What follows belongs to an exercise in optimizing a design on an open flow for small area, a short achievable clock period and few clock cycles; a production flow would make more cautious choices. Only simulation tests tie the RTL to the original design; equivalence was not proved. Power is estimated from default activity; no workload was simulated.

==> flow/design.v, too long to show whole: its modules and the start of the top module <==
// module dsp_mac_ex_unit: 1777 lines
// module dsp_fa: 10 lines
// module dsp_ha: 9 lines
module dsp_mac_ex_unit #(
   parameter int ACC_W = 64
) (
   input  logic             clk,
   input  logic             rst,
   input  logic             start,
   input  logic [2:0]       op,
   input  logic [31:0]      rs1_val,
   input  logic [31:0]      rs2_val,
   input  logic [4:0]       rd_in,
   input  logic             ex_stall,
   input  logic             ex_flush,
   output logic             busy,
   output logic             result_valid,
   output logic [31:0]      result,
   output logic [4:0]       result_rd,
   output logic [ACC_W-1:0] acc_out
   , output logic           sat_flag
);
  // ...
==> flow/flow/run.sh <==
#!/bin/bash
# Standard layout, with the port buffers made from a regular buffer cell.
export BUFFER_PORTS_ARGS="-buffer_cell sky130_fd_sc_hd__buf_2"
bash standard.sh > standard.log 2>&1
==> flow/standard.sh <==
#!/bin/bash
# synth_recipe.tcl (not shown) runs the flow's synth.tcl, then flattens the netlist and writes it again
# the make line also repeats each setting of config.mk as NAME=value (left out here)
make -C /OpenROAD-flow-scripts/flow DESIGN_CONFIG=/design/flow/config.mk WORK_HOME=/design/flow/orfs CLKGATE_MAP_FILE= SYNTH_SCRIPT=/design/flow/synth_recipe.tcl "${@:-finish}"
==> flow/config.mk <==
export PLATFORM = sky130hd
export DESIGN_NAME = dsp_mac_ex_unit
export DESIGN_NICKNAME = dsp_mac_ex_unit
export VERILOG_FILES = /design/flow/design.v
export SDC_FILE = /design/flow/constraint.sdc
export NUM_CORES = 4
export LEC_CHECK = 0
export ABC_CLOCK_PERIOD_IN_PS = 5000
export CAP_MARGIN = 20
export CORE_MARGIN = 2
export CORE_UTILIZATION = 40
export SETUP_SLACK_MARGIN = 3.25
export SLEW_MARGIN = 20
export SYNTH_HIERARCHICAL = 1
export SYNTH_MINIMUM_KEEP_SIZE = 0
==> flow/constraint.sdc <==
create_clock -name core_clock -period 9.0 [get_ports {clk}]
set_input_delay 1.8000 -clock core_clock [delete_from_list [all_inputs] [get_ports {clk}]]
set_output_delay 1.8000 -clock core_clock [all_outputs]
set_load 0.01 [all_outputs]
==> reports/metrics.cfg, run 1 <==
[status]
status = finished clean

[route]
routed-via-count = 27070
ant_nets = 0
wl_met2_um = 53740

[global_routing]
gr-usage-all-layers_pct = 29.17

[synth]
synthFlopType = edfxtp_1
synth_adder_area_share_pct = 35.96
syn_area_sq_um = 32410
synth_area_per_cell_sq_um = 10.27
synth-xor-area-share_pct = 16.40
yosys.area_share.simple_pct = 6.589

[power_and_ir_drop]
switching_share_pct = 50.61
power_frac_clock_pct = 6.0
post-layout-total-power_uw = 14910
p_seq_uw = 2080
p_clk_uw = 902

[clock_network]
clkLatencyLatePin_ns = 0.54
cts.sinks = 203
cts_tree = built

[setup_path]
path_class = flip-flop to output pin
critPathCapture = result[10]
path_delay_family = compound AO/OA/AOI/OAI gates
crit_top_cell = buf_12

[layout]
n_all_buffers = 359
stdcell_count = 4322
layout_commonest_cell = xnor2_1
fin_util_pct = 46.95

[placed_design]
place.port_buffers = 180

[sta]
finalClockSkew_ns = 0.02166
worstMarginPinSlew_ns = 1.118

[floorplanning]
rows = 104

Testbench counts, summed over its fixed seeds: cycles 9,600.
==> inputs of run 2 (changes only) <==
--- a/flow/config.mk
+++ b/flow/config.mk
@@ -7,9 +7,11 @@
 export LEC_CHECK = 0
 export ABC_CLOCK_PERIOD_IN_PS = 5000
 export CAP_MARGIN = 20
+export CELL_PAD_IN_SITES_DETAIL_PLACEMENT = 0
+export CELL_PAD_IN_SITES_GLOBAL_PLACEMENT = 0
 export CORE_MARGIN = 2
 export CORE_UTILIZATION = 40
-export SETUP_SLACK_MARGIN = 3.25
+export SETUP_SLACK_MARGIN = 3.0
 export SLEW_MARGIN = 20
 export SYNTH_HIERARCHICAL = 1
 export SYNTH_MINIMUM_KEEP_SIZE = 0
==> reports/metrics.cfg, run 2 <==
[sta]
finalCriticalPeriod_ns = 5.942  ; was 5.893 ns
finalClockSkew_ns = 0.02756  ; was 0.02166 ns
grt_setup_unrepaired = yes  ; unchanged
maxSlewHeadroom_pct = 17.63  ; was 25.35%
tns_ns = 0  ; unchanged
worstMarginPinSlew_ns = 1.233  ; was 1.118 ns
hold_violations = 0  ; unchanged
fin_ws_ns = 3.058  ; was 3.107 ns
post-route-period-util_pct = 66.03  ; was 65.48%
slew_viol_final = 0  ; unchanged
fmax_mhz = 168.3  ; was 169.7 MHz
fin_hold_ws_ns = 0.5003  ; was 0.5030 ns
setup_viol = 0  ; unchanged

[setup_path]
crit_buf_inv = 1  ; was 3
path_max_fanout = 6  ; was 7
crit_top_cell = nor2_1  ; was buf_12
path_cells = ha_2, nand2_1, nor2_1, nor4b_1, and3_1, a32o_1, nor2_1, o21bai_1, xor2_1, nor2_1, a21oi_1, buf_2  ; was ha_4, nand2_2, or3b_4, a2111o_1, a21oi_4, o2111ai_4, a21o_1, a31oi_4, buf_12, buf_12, nand3_4, nand2_4, a22oi_2, buf_2
max_stage_delay_ns = 0.66  ; was 0.50 ns
arrival_ns = 4.14  ; was 4.09 ns
crit_path_end_kind = output pin  ; unchanged
start_kind = flip-flop  ; unchanged
cpMaxStageDelayCell = nor4b_1  ; was a2111o_1
cp.required_ns = 7.20  ; about the same
path_delay_family = simple AND/OR/NAND/NOR gates  ; was compound AO/OA/AOI/OAI gates
path_class = flip-flop to output pin  ; unchanged

[power_and_ir_drop]
post-layout-total-power_uw = 14130  ; was 14,910 uW
leakage_uw = 0.01379  ; was 0.01435 uW
max-vdd-ir-drop_mv = 0.2160  ; was 0.2027 mV
power_density_nw_per_um2 = 390.7  ; was 395.1 nW/um^2

[global_routing]
gr-total-overflow = 0  ; unchanged
antenna_found_initial = 2  ; was 5
grt_first_pass_wirelength_um = 182500  ; was 182,100 um
grt_pass1_vias = 26870  ; was 26,690
gr-usage-all-layers_pct = 29.30  ; was 29.17%
grt_max_degree = 75  ; was 85

[clock_network]
clkLatencyLatePin_ns = 0.55  ; was 0.54 ns
cts_hold_repair.buffers = 0  ; unchanged
htreeDepth = 1  ; unchanged
clk_pin_slew_ns = 0.08  ; was 0.07 ns
cts_buffer_depth = 3  ; unchanged
cts_root_buf = clkbuf_16  ; unchanged
cts_buffers = 23  ; was 21
cts.sinks = 203  ; unchanged
cts_tree = built  ; unchanged

[layout]
reg.largest.list = c_q x65, s_q x65, acc x64  ; unchanged
antennaDiodeCount = 0  ; was 1
layout_commonest_cell = xnor2_1  ; unchanged
final_cell_mix = 545 x xnor2_1, 496 x a22oi_1, 485 x fa_1, 179 x buf_2, 148 x nand2_1  ; was 536 x xnor2_1, 482 x a22oi_1, 472 x fa_1, 177 x buf_2
num-fill-cells = 7628  ; was 7,382
nets = 3902  ; was 3,963
areaGrowthSynthToFinish_pct = 11.54  ; was 16.48%
drive_gt1_share_pct = 15.59  ; was 19.72%

[route]
drc = 0  ; unchanged
wl_met1_um = 50600  ; was 51,000 um
wl_met2_um = 52950  ; was 53,740 um
ant_nets = 0  ; unchanged
met3_length_um = 16210  ; was 15,780 um
wl_per_cell_um = 29.30  ; was 29.10 um
vias_per_cell = 6.304  ; was 6.264
highest_layer = met5  ; unchanged
first_pass_iters = 7  ; unchanged
drtIter0Drc = 3514  ; was 3,640
wirelength_um = 124900  ; was 125,800 um
routed-via-count = 26860  ; was 27,070

[synth]
netlist.area_leader.share_pct = 30.02  ; unchanged
synth_seq_cells = 203  ; unchanged
yosysSeqAreaShare_pct = 16.80  ; unchanged
yosysTopAreaCell = fa_1  ; unchanged
async_reset_ff_share_pct = 0  ; unchanged
synthFlopType = edfxtp_1  ; unchanged
yosysMostFrequentCell = xnor2_1  ; unchanged
synth_cell_types = 73  ; unchanged
synth_area_per_cell_sq_um = 10.27  ; unchanged
yosys_warnings = 7  ; unchanged
synth_area_leaders = fa_1 30%, xnor2_1 15%, edfxtp_1 13%  ; unchanged
syn-instance-count = 3156  ; unchanged
synth_edf_count = 138  ; unchanged
syn_area_sq_um = 32410  ; unchanged
synthTopCellsByCount = 559 x xnor2_1, 500 x a22oi_1, 486 x fa_1  ; unchanged

[worst_hold_path]
hp-class = flip-flop to flip-flop  ; unchanged

[floorplanning]
die_x_um = 288.7  ; unchanged
rows = 104  ; unchanged
ios = 181  ; unchanged
core_area_sq_um = 80420  ; unchanged
start_util_pct = 40.31  ; unchanged
die_area_sq_um = 83320  ; unchanged
die_y_um = 288.7  ; unchanged

[job]
maxCapViolations = 0  ; unchanged

[status]
status = finished clean  ; unchanged

[placed_design]
pre_cts_ws_ns = 1.700  ; was 2.019 ns
place.port_buffers = 180  ; unchanged
gp_congestion = 0.9297  ; was 0.9630
hpwlAfterDp_um = 85890  ; was 86,110 um

[run 2: changes by cell type in the layout (fill, tap and decap cells not counted), moves of 7 or more]
cell	before	now
nand2_1	138	148
buf_12	39	12
buf_4	113	93
a22oi_1	482	496
nor2b_4	11	4
a22oi_2	18	4
fa_2	14	1
fa_1	472	485
xnor2_1	536	545
nand2_4	7	0
[run 2: tightest hold or removal path, cell delays in order (launching register included)]
cell and delay [ns]:
dfxtp_1 0.32, nand2_1 0.05, o211ai_1 0.07
[run 2: modules after synthesis, one instance, submodules excluded]
module	cells	copies in the design	area (sq um)	flops+latches
dsp_fa	1	485	20.02	0
dsp_ha	1	49	12.51	0
dsp_mac_ex_unit	2622	1	22090	203
[run 2: what timing repair did]
item                                    4_1_cts  5_1_grt
pin swaps                                    15       19
buffers inserted                             19       32
endpoints found under the setup margin      114       74
resized for setup                            55       76
cloned                                        8        3
[run 2: through the flow]
step | instance area, sq um | instances | utilization, %
2_1_floorplan | 32530 | 3162 | -
3_3_place_gp | 34200 | 4158 | 42.52
3_5_place_dp | 34200 | 4158 | 42.52
4_1_cts | 35430 | 4226 | 44.06
5_1_grt | 36150 | 4261 | 44.96
6_report | 36150 | 4261 | 44.96
[run 2: kinds of logic after synthesis]
logic type / share of synthesized area, %
other cells: 0.01157
mux: 0.4632
fa+ha+maj: 35.96
flops: 16.80
xor+xnor: 16.40
simple gates: 6.589
compound gates: 19.16
buf+inv: 4.613
[run 2: final timing paths]
| path | start | to | slack, ns | cells past startpoint |
|---|---|---|---|---|
| worst min-delay path | acc[27]$_SDFFE_PP0P_ | acc[27]$_SDFFE_PP0P_ | 0.50 | 2 |
| worst max-delay path | c_q[24]$_DFFE_PN_ | result[13] | 3.06 | 12 |
| worst min register to register | acc[27]$_SDFFE_PP0P_ | acc[27]$_SDFFE_PP0P_ | 0.50 | 2 |
| worst max register to register | s_q[0]$_DFFE_PN_ | acc[40]$_SDFFE_PP0P_ | 4.79 | 14 |
[run 2: layout make-up]
cell class / count / area, sq um / share of cell area [%]
multi-input combinational: 2586 / 26340 / 72.86
clock buffer: 29 / 608.1 / 1.682
inverter: 70 / 267.8 / 0.7406
clock inverter: 12 / 98.84 / 0.2734
sequential: 203 / 5445 / 15.06
timing repair buffer: 301 / 2067 / 5.717
tap: 1060 / 1326 / 3.668
[run 2: where the power goes]
part	switching (uW)	internal [uW]
combinational	6580	4530
clock	413	510
sequential	144	1950
total	7130	6990
[run 2: routing by layer]
| metal | global-route usage [%] | vias to the layer above |
|---|---|---|
| met2 | 43.43 | 1902 |
| met3 | 8.539 | 330 |
| met5 | 0 | - |
| li1 | - | 11180 |
| met1 | 41.08 | 13440 |
| met4 | 9.510 | 4 |
==> inputs of run 3 (changes only) <==
--- a/flow/config.mk
+++ b/flow/config.mk
@@ -7,8 +7,6 @@
 export LEC_CHECK = 0
 export ABC_CLOCK_PERIOD_IN_PS = 5000
 export CAP_MARGIN = 20
-export CELL_PAD_IN_SITES_DETAIL_PLACEMENT = 0
-export CELL_PAD_IN_SITES_GLOBAL_PLACEMENT = 0
 export CORE_MARGIN = 2
 export CORE_UTILIZATION = 40
 export SETUP_SLACK_MARGIN = 3.0
==> reports/metrics.cfg, run 3 <==
[status]
status = finished clean  ; unchanged

[setup_path]
path_class = flip-flop to output pin  ; unchanged
crit_top_cell = nor2_1  ; unchanged
worstRegToRegCells = 14  ; unchanged
cpMaxStageDelayCell = nor4b_1  ; unchanged
worstReg2RegStart = s_q[0]$_DFFE_PN_  ; unchanged
crit_buf_inv = 1  ; unchanged
path_max_fanout = 6  ; unchanged
reg2reg_to = acc[40]$_SDFFE_PP0P_  ; unchanged
crit_path_end_kind = output pin  ; unchanged
path_cells = ha_2, nand2_1, nor2_1, nor4b_1, and3_1, a32o_1, nor2_1, o21bai_1, xor2_1, nor2_1, a21oi_1, buf_2  ; unchanged
arrival_ns = 4.14  ; about the same
r2r_slack_ns = 4.79  ; about the same
max_stage_delay_ns = 0.66  ; about the same
cp.required_ns = 7.20  ; about the same
start_kind = flip-flop  ; unchanged
path_delay_family = simple AND/OR/NAND/NOR gates  ; unchanged

[global_routing]
grt_use_met1_pct = 41.08  ; unchanged
grt_max_degree = 75  ; unchanged
grt_first_pass_wirelength_um = 182500  ; unchanged
gr-usage-all-layers_pct = 29.30  ; unchanged
antenna_found_initial = 2  ; unchanged
grt_pass1_vias = 26870  ; unchanged
gr-total-overflow = 0  ; unchanged
top_usage_layer = met2  ; unchanged
met3_usage_pct = 8.539  ; unchanged
grtUsageMet2_pct = 43.43  ; unchanged

[synth]
synth_area_leaders = fa_1 30%, xnor2_1 15%, edfxtp_1 13%  ; unchanged
yosysMostFrequentCell = xnor2_1  ; unchanged
synth_seq_cells = 203  ; unchanged
yosysSeqAreaShare_pct = 16.80  ; unchanged
synth_edf_count = 138  ; unchanged
async_reset_ff_share_pct = 0  ; unchanged
netlist.area_leader.share_pct = 30.02  ; unchanged
syn-instance-count = 3156  ; unchanged
yosysTopAreaCell = fa_1  ; unchanged
synth_area_per_cell_sq_um = 10.27  ; unchanged
synthFlopType = edfxtp_1  ; unchanged
syn_area_sq_um = 32410  ; unchanged
yosys_warnings = 7  ; unchanged
synthTopCellsByCount = 559 x xnor2_1, 500 x a22oi_1, 486 x fa_1  ; unchanged
synth_cell_types = 73  ; unchanged

[power_and_ir_drop]
combPwrFrac_pct = 78.7  ; about the same
post-layout-total-power_uw = 14130  ; unchanged
leakage_uw = 0.01379  ; unchanged
p_sw_uw = 7133  ; unchanged
switching_share_pct = 50.50  ; unchanged
max-vdd-ir-drop_mv = 0.2160  ; unchanged
intPower_uw = 6992  ; unchanged
power_frac_clock_pct = 6.5  ; about the same
power_frac_seq_pct = 14.8  ; about the same
power_density_nw_per_um2 = 390.7  ; unchanged

[floorplanning]
rows = 104  ; unchanged
die_y_um = 288.7  ; unchanged
die_area_sq_um = 83320  ; unchanged
die_x_um = 288.7  ; unchanged
core_area_sq_um = 80420  ; unchanged
start_util_pct = 40.31  ; unchanged
ios = 181  ; unchanged

[route]
drc = 0  ; unchanged
wirelength_um = 124900  ; unchanged
first_pass_iters = 7  ; unchanged
vias_per_cell = 6.304  ; unchanged
drtIter0Drc = 3514  ; unchanged
routed-via-count = 26860  ; unchanged
wl_per_cell_um = 29.30  ; unchanged
ant_nets = 0  ; unchanged

[clock_network]
htreeDepth = 1  ; unchanged
clk_pin_slew_ns = 0.08  ; about the same
cts_tree = built  ; unchanged
cts_buffers = 23  ; unchanged
clkLatencyLatePin_ns = 0.55  ; about the same
cts.sinks = 203  ; unchanged
cts_buffer_depth = 3  ; unchanged
cts_root_buf = clkbuf_16  ; unchanged

[layout]
areaGrowthSynthToFinish_pct = 11.54  ; unchanged
final_cell_mix = 545 x xnor2_1, 496 x a22oi_1, 485 x fa_1, 179 x buf_2, 148 x nand2_1  ; unchanged
antennaDiodeCount = 0  ; unchanged
fin_area_sq_um = 36150  ; unchanged
drive_gt1_share_pct = 15.59  ; unchanged
reg.largest.list = c_q x65, s_q x65, acc x64  ; unchanged
nets = 3902  ; unchanged
layout_commonest_cell = xnor2_1  ; unchanged

[sta]
grt_setup_unrepaired = yes  ; unchanged
fmax_mhz = 168.3  ; unchanged
worstMarginPinSlew_ns = 1.233  ; unchanged
setup_viol = 0  ; unchanged
finalClockSkew_ns = 0.02756  ; unchanged
slew_viol_final = 0  ; unchanged
maxSlewHeadroom_pct = 17.63  ; unchanged
fin_ws_ns = 3.058  ; unchanged
fin_hold_ws_ns = 0.5003  ; unchanged
finalCriticalPeriod_ns = 5.942  ; unchanged
hold_violations = 0  ; unchanged
post-route-period-util_pct = 66.03  ; unchanged
tns_ns = 0  ; unchanged

[worst_hold_path]
holdPathStages = 2  ; unchanged
whs_endpoint = acc[27]$_SDFFE_PP0P_  ; unchanged
hp-class = flip-flop to flip-flop  ; unchanged
hold_start = acc[27]$_SDFFE_PP0P_  ; unchanged

[placed_design]
place.port_buffers = 180  ; unchanged
gp_congestion = 0.9297  ; unchanged
hpwlAfterDp_um = 85890  ; unchanged
dpl_cell_area_sq_um = 34200  ; unchanged
pre_cts_ws_ns = 1.700  ; unchanged

[job]
maxCapViolations = 0  ; unchanged

## run 3: cell counts after synthesis
Identical to the previous run, type by type.
## run 3: worst max-delay path by stage
stage	startpoint	to	slack, ns	depth (start not counted)
after floorplan	op[2]	c_q[33]$_DFFE_PN_	2.98	12
after global placement	op[1]	c_q[33]$_DFFE_PN_	1.75	12
after detailed placement	op[1]	c_q[33]$_DFFE_PN_	1.70	12
after CTS	op[2]	c_q[37]$_DFFE_PN_	2.99	12
after global routing	s_q[3]$_DFFE_PN_	result[31]	2.95	13
final	c_q[24]$_DFFE_PN_	result[13]	3.06	12
## run 3: area by class of cell
cell class	count	area (sq um)
inverters	70	267.8
clock inverters	12	98.84
flip-flops and latches	203	5445
well taps	1060	1326
multi-input cells	2586	26340
repair buffers	301	2067
fillers	7628	44260
clock buffers	29	608.1
## run 3: routing by layer
metal	up-vias	wire [um]
met5	-	66
met4	4	5035
met3	330	16210
met2	1902	52950
met1	13440	50600
li1	11180	-
## run 3: kinds of logic (layout without fill, tap and decap cells)
kind of cell	count (synthesis)	in the layout	synth area share, %
other cells	1	7	0.01157
flops	203	203	16.80
xor+xnor	607	608	16.40
simple gates	451	460	6.589
compound gates	856	856	19.16
buf+inv	383	412	4.613
mux	15	15	0.4632
fa+ha+maj	640	640	35.96
## run 3: power groups by stage
stage	logic [uW]	clock network [uW]	registers, uW
finish	11100	923	2090
global placement	10300	0	2100
global route	12200	960	2110
detailed placement	10500	0	2100
floorplan	7020	0	2030
CTS	10700	934	2080
## run 3: stage by stage
step	cells	util, %
after floorplan	3162	-
after global placement	4158	42.52
after detailed placement	4158	42.52
after CTS	4226	44.06
after global routing	4261	44.96
final	4261	44.96
## run 3: repair_timing
item | in CTS | in global routing
pin swaps | 15 | 19
hold endpoints to repair | 0 | 0
hold buffers | 0 | 0
gates cloned | 8 | 3
endpoints found under the setup margin | 114 | 74
buffers inserted | 19 | 32
resized for setup | 55 | 76
## run 3: Yosys stat by module, one instance, submodules excluded
module | flops+latches | times used
dsp_fa | 0 | 485
dsp_ha | 0 | 49
dsp_mac_ex_unit | 203 | 1
## run 3: tightest hold or removal path: cells and delay by family (launching register included)
| family | cells | cell delay (ns) |
|---|---|---|
| AO/OA/AOI/OAI | 1 | 0.07 |
| AND/OR/NAND/NOR | 1 | 0.05 |
| flip-flops | 1 | 0.32 |
==> inputs of run 4 (changes only) <==
--- a/flow/config.mk
+++ b/flow/config.mk
@@ -9,6 +9,7 @@
 export CAP_MARGIN = 20
 export CORE_MARGIN = 2
 export CORE_UTILIZATION = 40
+export GPL_ROUTABILITY_DRIVEN = 0
 export SETUP_SLACK_MARGIN = 3.0
 export SLEW_MARGIN = 20
 export SYNTH_HIERARCHICAL = 1
==> reports/metrics.cfg, run 4 <==
[status]
status = finished clean  ; unchanged

[setup_path]
crit_top_cell = fa_1  ; was nor2_1
arrival_ns = 6.28  ; was 4.14 ns
r2r_slack_ns = 4.70  ; was 4.79 ns
max_stage_delay_ns = 0.65  ; was 0.66 ns
start_kind = primary input  ; was flip-flop
cpMaxStageDelayCell = xor2_4  ; was nor4b_1
cp.required_ns = 9.27  ; was 7.20 ns
path_class = primary input to flip-flop  ; was flip-flop to output pin
worstRegToRegCells = 14  ; unchanged
crit_path_end_kind = flip-flop  ; was output pin
startpoint = op[2]  ; was c_q[24]$_DFFE_PN_
critPathCapture = c_q[24]$_DFFE_PN_  ; was result[13]
reg2reg_to = acc[46]$_SDFFE_PP0P_  ; was acc[40]$_SDFFE_PP0P_
path_cells = clkbuf_8, xor2_4, buf_4, and2_1, ha_1, fa_1, fa_1, fa_1, fa_1, fa_1  ; was ha_2, nand2_1, nor2_1, nor4b_1, and3_1, a32o_1, nor2_1, o21bai_1, xor2_1, nor2_1, a21oi_1, buf_2
worstReg2RegStart = s_q[0]$_DFFE_PN_  ; unchanged
path_max_fanout = 27  ; was 6

[synth]
synth_cell_types = 73  ; unchanged
synth_area_leaders = fa_1 30%, xnor2_1 15%, edfxtp_1 13%  ; unchanged
synth_edf_count = 138  ; unchanged
yosysTopAreaCell = fa_1  ; unchanged
netlist.area_leader.share_pct = 30.02  ; unchanged
yosysMostFrequentCell = xnor2_1  ; unchanged
syn-instance-count = 3156  ; unchanged
synth_seq_cells = 203  ; unchanged
synthTopCellsByCount = 559 x xnor2_1, 500 x a22oi_1, 486 x fa_1  ; unchanged
synthFlopType = edfxtp_1  ; unchanged
syn_area_sq_um = 32410  ; unchanged
synth_area_per_cell_sq_um = 10.27  ; unchanged
yosys_warnings = 7  ; unchanged
yosysSeqAreaShare_pct = 16.80  ; unchanged
async_reset_ff_share_pct = 0  ; unchanged

[job]
maxCapViolations = 0  ; unchanged

[floorplanning]
core_area_sq_um = 80420  ; unchanged
ios = 181  ; unchanged
die_x_um = 288.7  ; unchanged
die_y_um = 288.7  ; unchanged
die_area_sq_um = 83320  ; unchanged
rows = 104  ; unchanged
start_util_pct = 40.31  ; unchanged

[sta]
fmax_mhz = 166.5  ; was 168.3 MHz
slew_viol_final = 0  ; unchanged
finalClockSkew_ns = 0.03866  ; was 0.02756 ns
setup_viol = 0  ; unchanged
grt_setup_unrepaired = yes  ; unchanged
hold_violations = 0  ; unchanged
fin_hold_ws_ns = 0.4993  ; was 0.5003 ns
finalCriticalPeriod_ns = 6.006  ; was 5.942 ns
post-route-period-util_pct = 66.73  ; was 66.03%
tns_ns = 0  ; unchanged
worstMarginPinSlew_ns = 1.070  ; was 1.233 ns
maxSlewHeadroom_pct = 28.50  ; was 17.63%

[route]
routed-via-count = 26770  ; was 26,860
drtIter0Drc = 3250  ; was 3,514
vias_per_cell = 6.319  ; was 6.304
wl_per_cell_um = 28.89  ; was 29.30 um
drc = 0  ; unchanged
first_pass_iters = 6  ; was 7
wirelength_um = 122400  ; was 124,900 um
ant_nets = 0  ; unchanged

[clock_network]
htreeDepth = 1  ; unchanged
cts_buffers = 23  ; unchanged
cts_tree = built  ; unchanged
cts_buffer_depth = 3  ; unchanged
clk_pin_slew_ns = 0.07  ; was 0.08 ns
cts_root_buf = clkbuf_16  ; unchanged
cts.sinks = 203  ; unchanged
clkLatencyLatePin_ns = 0.55  ; about the same
cts_hold_repair.buffers = 0  ; unchanged

[global_routing]
grt_max_degree = 82  ; was 75
grt_use_met1_pct = 40.14  ; was 41.08%
gr-total-overflow = 0  ; unchanged
grt_first_pass_wirelength_um = 179300  ; was 182,500 um
top_usage_layer = met2  ; unchanged
met3_usage_pct = 7.449  ; was 8.539%
antenna_found_initial = 2  ; unchanged
grt_pass1_vias = 26530  ; was 26,870
grtUsageMet2_pct = 43.62  ; was 43.43%
gr-usage-all-layers_pct = 28.80  ; was 29.30%

[layout]
areaGrowthSynthToFinish_pct = 10.76  ; was 11.54%
num-fill-cells = 7636  ; was 7,628
fin_area_sq_um = 35900  ; was 36,150 sq um
seqCellArea_sq_um = 5445  ; unchanged
layout_commonest_cell = xnor2_1  ; unchanged
reg.largest.list = c_q x65, s_q x65, acc x64  ; unchanged
multi_input_area_sq_um = 26250  ; was 26,340 sq um
final_cell_mix = 550 x xnor2_1, 500 x a22oi_1, 485 x fa_1, 179 x buf_2, 154 x nand2_1  ; was 545 x xnor2_1, 496 x a22oi_1, 485 x fa_1, 179 x buf_2, 148 x nand2_1
nets = 3877  ; was 3,902
drive_gt1_share_pct = 14.55  ; was 15.59%

[placed_design]
dpl_cell_area_sq_um = 34190  ; was 34,200 sq um
place.port_buffers = 180  ; unchanged
hpwlAfterDp_um = 84880  ; was 85,890 um

[power_and_ir_drop]
leakage_uw = 0.01365  ; was 0.01379 uW
max-vdd-ir-drop_mv = 0.2123  ; was 0.2160 mV
power_density_nw_per_um2 = 395.9  ; was 390.7 nW/um^2

[worst_hold_path]
hp-class = flip-flop to flip-flop  ; unchanged

==> run 4: cell counts after synthesis <==
Identical to the previous run, type by type.
==> run 4: worst min path at each step <==
stage                         start                   end  slack [ns]  cells after the start
2_1_floorplan  acc[63]$_SDFFE_PP0P_  acc[63]$_SDFFE_PP0P_        0.49                      2
3_3_place_gp    acc[0]$_SDFFE_PP0P_   acc[0]$_SDFFE_PP0P_        0.48                      2
3_5_place_dp    acc[0]$_SDFFE_PP0P_   acc[0]$_SDFFE_PP0P_        0.50                      2
4_1_cts         acc[0]$_SDFFE_PP0P_   acc[0]$_SDFFE_PP0P_        0.51                      2
5_1_grt         acc[0]$_SDFFE_PP0P_   acc[0]$_SDFFE_PP0P_        0.51                      2
6_report        acc[0]$_SDFFE_PP0P_   acc[0]$_SDFFE_PP0P_        0.50                      2
==> run 4: cell type report <==
cell class	instances	share of cell area (%)
multi-input cells	2584	73.11
flip-flops and latches	203	15.17
repair buffers	278	5.252
well taps	1060	3.694
clock buffers	29	1.750
inverters	70	0.7459
clock inverters	12	0.2684
diodes	1	0.006971
==> run 4: timing repair <==
action | 4_1_cts | 5_1_grt
pin swaps | 16 | 12
endpoints found under the setup margin | 108 | 65
buffers inserted | 18 | 9
resized for setup | 47 | 75
cloned | 8 | 0
==> run 4: cell families after synthesis <==
family,synth area share (%)
AOI/OAI and AO/OA,19.16
other,0.01157
DFF,16.80
adders and majority gates,35.96
xor gates and xnor gates,16.40
and+or+nand+nor,6.589
muxes,0.4632
buffers and inverters,4.613
==> run 4: metal layers <==
| layer | part of all wire [%] | wire length [um] | vias to the layer above |
|---|---|---|---|
| met4 | 4.1 | 5015 | 2 |
| met3 | 12 | 15150 | 328 |
| met5 | 0.016 | 19 | - |
| met2 | 43 | 53020 | 1858 |
| met1 | 40 | 49200 | 13470 |
| li1 | - | - | 11110 |
==> run 4: stage by stage <==
stage          utilization [%]  setup WS (ns)  cells  total power (uW)
4_1_cts                  44.05          2.967   4226             13790
5_1_grt                  44.64          2.950   4236             15340
3_3_place_gp             42.52          1.867   4159             12480
2_1_floorplan                -          2.981   3162              9047
3_5_place_dp             42.52          1.858   4159             12690
6_report                 44.64          2.994   4237             14210
==> run 4: worst max-delay path: cells and delay by family <==
kind,cells,cell delay (ns)
AND/OR/NAND/NOR,1,0.34
adder cells (fa/ha/maj),6,2.67
XOR/XNOR,1,0.65
buffers and inverters,2,0.80
==> run 4: per-module statistics from Yosys, one instance, submodules excluded <==
module           cells inside  times used  flip-flops and latches  area [sq um]
dsp_mac_ex_unit          2622           1                     203         22090
dsp_fa                      1         485                       0         20.02
dsp_ha                      1          49                       0         12.51
==> run 4: where the power goes <==
part           leakage [uW]  switching [uW]  total, uW  internal [uW]
combinational        0.0113            6630      11200           4540
sequential          0.00201             150       2100           1950
clock              0.000357             414        938            524
total                0.0136            7200      14200           7020
==> inputs of run 5 (changes only) <==
--- a/flow/config.mk
+++ b/flow/config.mk
@@ -6,11 +6,10 @@
 export NUM_CORES = 4
 export LEC_CHECK = 0
 export ABC_CLOCK_PERIOD_IN_PS = 5000
-export CAP_MARGIN = 20
+export CAP_MARGIN = 5
 export CORE_MARGIN = 2
 export CORE_UTILIZATION = 40
-export GPL_ROUTABILITY_DRIVEN = 0
 export SETUP_SLACK_MARGIN = 3.0
-export SLEW_MARGIN = 20
+export SLEW_MARGIN = 5
 export SYNTH_HIERARCHICAL = 1
 export SYNTH_MINIMUM_KEEP_SIZE = 0
==> reports/metrics.cfg, run 5 <==
[status]
status = finished clean  ; unchanged

[power_and_ir_drop]
power_density_nw_per_um2 = 391.0  ; was 395.9 nW/um^2
post-layout-total-power_uw = 14130  ; was 14,210 uW
leakage_uw = 0.01379  ; was 0.01365 uW
max-vdd-ir-drop_mv = 0.2166  ; was 0.2123 mV

[floorplanning]
die_x_um = 288.7  ; unchanged
rows = 104  ; unchanged
start_util_pct = 40.31  ; unchanged
die_y_um = 288.7  ; unchanged
ios = 181  ; unchanged
die_area_sq_um = 83320  ; unchanged
core_area_sq_um = 80420  ; unchanged

[synth]
synthTopCellsByCount = 559 x xnor2_1, 500 x a22oi_1, 486 x fa_1  ; unchanged
synth_cell_types = 73  ; unchanged
yosysTopAreaCell = fa_1  ; unchanged
synth_area_leaders = fa_1 30%, xnor2_1 15%, edfxtp_1 13%  ; unchanged
netlist.area_leader.share_pct = 30.02  ; unchanged
yosysMostFrequentCell = xnor2_1  ; unchanged
synth_area_per_cell_sq_um = 10.27  ; unchanged
syn_area_sq_um = 32410  ; unchanged
yosysSeqAreaShare_pct = 16.80  ; unchanged
yosys_warnings = 7  ; unchanged
syn-instance-count = 3156  ; unchanged
async_reset_ff_share_pct = 0  ; unchanged
synth_edf_count = 138  ; unchanged
synthFlopType = edfxtp_1  ; unchanged
synth_seq_cells = 203  ; unchanged

[setup_path]
cp.required_ns = 9.29  ; was 9.27 ns
r2r_slack_ns = 4.76  ; was 4.70 ns
crit_path_end_kind = flip-flop  ; unchanged
path_max_fanout = 11  ; was 27
path_class = primary input to flip-flop  ; unchanged
arrival_ns = 6.21  ; was 6.28 ns
start_kind = primary input  ; unchanged

[route]
vias_per_cell = 6.338  ; was 6.319
routed-via-count = 27010  ; was 26,770
first_pass_iters = 7  ; was 6
wl_per_cell_um = 29.35  ; was 28.89 um
ant_nets = 0  ; unchanged
drc = 0  ; unchanged
wirelength_um = 125100  ; was 122,400 um
drtIter0Drc = 3320  ; was 3,250

[sta]
hold_violations = 0  ; unchanged
setup_viol = 0  ; unchanged
post-route-period-util_pct = 65.84  ; was 66.73%
worstMarginPinSlew_ns = 1.241  ; was 1.070 ns
slew_viol_final = 0  ; unchanged
maxSlewHeadroom_pct = 17.10  ; was 28.50%
finalClockSkew_ns = 0.02859  ; was 0.03866 ns
fin_ws_ns = 3.075  ; was 2.994 ns
finalCriticalPeriod_ns = 5.925  ; was 6.006 ns
tns_ns = 0  ; unchanged
fmax_mhz = 168.8  ; was 166.5 MHz
grt_setup_unrepaired = yes  ; unchanged

[global_routing]
grt_pass1_vias = 26870  ; was 26,530
grt_first_pass_wirelength_um = 182500  ; was 179,300 um
gr-total-overflow = 0  ; unchanged
gr-usage-all-layers_pct = 29.30  ; was 28.80%
antenna_found_initial = 2  ; unchanged
grt_max_degree = 75  ; was 82

[placed_design]
hpwlAfterDp_um = 85890  ; was 84,880 um
placed_cells = 4158  ; was 4,159
gp_congestion = 0.9297
place.port_buffers = 180  ; unchanged
pre_cts_ws_ns = 1.700  ; was 1.858 ns

[layout]
nets = 3902  ; was 3,877
drive_gt1_share_pct = 15.56  ; was 14.55%
final_cell_mix = 545 x xnor2_1, 496 x a22oi_1, 485 x fa_1, 179 x buf_2, 148 x nand2_1  ; was 550 x xnor2_1, 500 x a22oi_1, 485 x fa_1, 179 x buf_2, 154 x nand2_1
fin_util_pct = 44.95  ; was 44.64%
antennaDiodeCount = 0  ; was 1
reg.largest.list = c_q x65, s_q x65, acc x64  ; unchanged
areaGrowthSynthToFinish_pct = 11.53  ; was 10.76%
layout_commonest_cell = xnor2_1  ; unchanged
stdcell_count = 4261  ; was 4,237
num-fill-cells = 7629  ; was 7,636

[worst_hold_path]
hp-class = flip-flop to flip-flop  ; unchanged

[clock_network]
cts_buffers = 23  ; unchanged
cts_root_buf = clkbuf_16  ; unchanged
cts.sinks = 203  ; unchanged
clkLatencyLatePin_ns = 0.55  ; about the same
cts_hold_repair.buffers = 0  ; unchanged
cts_buffer_depth = 3  ; unchanged
clk_pin_slew_ns = 0.07  ; about the same
htreeDepth = 1  ; unchanged
cts_tree = built  ; unchanged

[job]
maxCapViolations = 0  ; unchanged

-- run 5: changes by cell type in the layout (fill, tap and decap cells not counted), moves of 4 or more --
cell / before / now
a22oi_2: 0 / 4
xnor2_2: 9 / 13
ha_4: 5 / 1
a22oi_1: 500 / 496
buf_6: 20 / 11
buf_4: 64 / 93
xnor2_1: 550 / 545
nand2_2: 5 / 11
nand2_1: 154 / 148
ha_1: 140 / 144
-- run 5: report_power, final --
part	internal (uW)	switching, uW	total [uW]
Combinational	4540	6580	11100
Sequential	1950	144	2090
Clock	510	414	924
Total	6990	7140	14100
-- run 5: final timing paths --
check | startpoint | to | cells after the start
max | op[1] | c_q[37]$_DFFE_PN_ | 12
max reg2reg | s_q[0]$_DFFE_PN_ | acc[23]$_SDFFE_PP0P_ | 14
min | acc[27]$_SDFFE_PP0P_ | acc[27]$_SDFFE_PP0P_ | 2
min reg2reg | acc[27]$_SDFFE_PP0P_ | acc[27]$_SDFFE_PP0P_ | 2
-- run 5: cells by family after synthesis --
family / after synthesis / synth area share, %
xor gates and xnor gates: 607 / 16.40
adders and majority gates: 640 / 35.96
buffers and inverters: 383 / 4.613
DFF: 203 / 16.80
muxes: 15 / 0.4632
and+or+nand+nor: 451 / 6.589
other: 1 / 0.01157
AOI/OAI and AO/OA: 856 / 19.16
-- run 5: area by class of cell --
cell class	instances	area, sq um	area share, %
clock buffer	29	608.1	1.682
clock inverter	12	98.84	0.2734
inverter	70	267.8	0.7407
multi-input combinational	2586	26340	72.85
sequential	203	5445	15.06
tap	1060	1326	3.669
timing repair buffer	301	2067	5.718
-- run 5: critical path, stage by stage --
cell	delay (ns)
buf_2	0.28
nand2_8	0.21
xnor2_2	0.54
nor2_4	0.09
buf_4	0.20
xnor2_1	0.15
fa_1	0.51
fa_1	0.53
fa_1	0.46
fa_1	0.45
fa_1	0.53
fa_1	0.42
-- run 5: routing by layer --
metal  global-route usage [%]  wire (um)
met1                    41.08      50620
met2                    43.43      53450
met3                    8.539      16290
met4                    9.510       4655
met5                        0         67
-- run 5: Yosys stat by module, one instance, submodules excluded --
module / copies in the design / cell area [sq um]
dsp_mac_ex_unit: 1 / 22090
dsp_fa: 485 / 20.02
dsp_ha: 49 / 12.51
-- run 5: stage by stage --
stage	hold slack, ns	instance area (sq um)
finish	0.5027	36150
global route	0.5311	36150
CTS	0.5047	35430
detailed placement	0.4875	34200
global placement	0.4797	34200
floorplan	0.4948	32530
-- run 5: timing repair --
action / 4_1_cts / 5_1_grt
endpoints found under the setup margin: 114 / 74
buffers inserted: 19 / 32
resized for setup: 55 / 76
endpoints found under the hold margin: 0 / 0
cloned: 8 / 3
pin swaps: 15 / 19

[separate check: timing with driven ports]
In the flow no input, the clock included, has a driving cell. The finished layouts below were timed again as built, in two steps. Step 1: set_driving_cell puts a clkbuf_16 on clk and a buf_2 on each other input, an assumption about the parent block. Step 2 also shifts input and output timing later by t, the mid clock arrival at the registers, as if the neighbouring blocks saw the same clock. Three values: no drivers, after step 1, after step 2; two values: the first two.
run | shift t [ns] | slack for setup (ns) | worst setup path after step 2 | clock arrival spread, ns | worst data-port slew with drivers (ns)
run 1 | 0.587 | 3.107 / 3.054 / 2.561 | input to register | 0.022 / 0.022 | 0.29
run 2 | 0.583 | 3.058 / 3.008 / 2.493 | input to register | 0.027 / 0.027 | 0.07
run 3 | 0.583 | 3.058 / 3.008 / 2.493 | input to register | 0.027 / 0.027 | 0.07
run 4 | 0.583 | 2.994 / 2.963 / 2.422 | input to register | 0.039 / 0.039 | 0.07
run 5 | 0.583 | 3.075 / 3.033 / 2.507 | input to register | 0.029 / 0.029 | 0.07
After both steps every run listed still meets setup and hold. For run 4, which loses most, drivers alone change the setup slack by -0.031 ns; drivers and shift together by -0.572 ns.
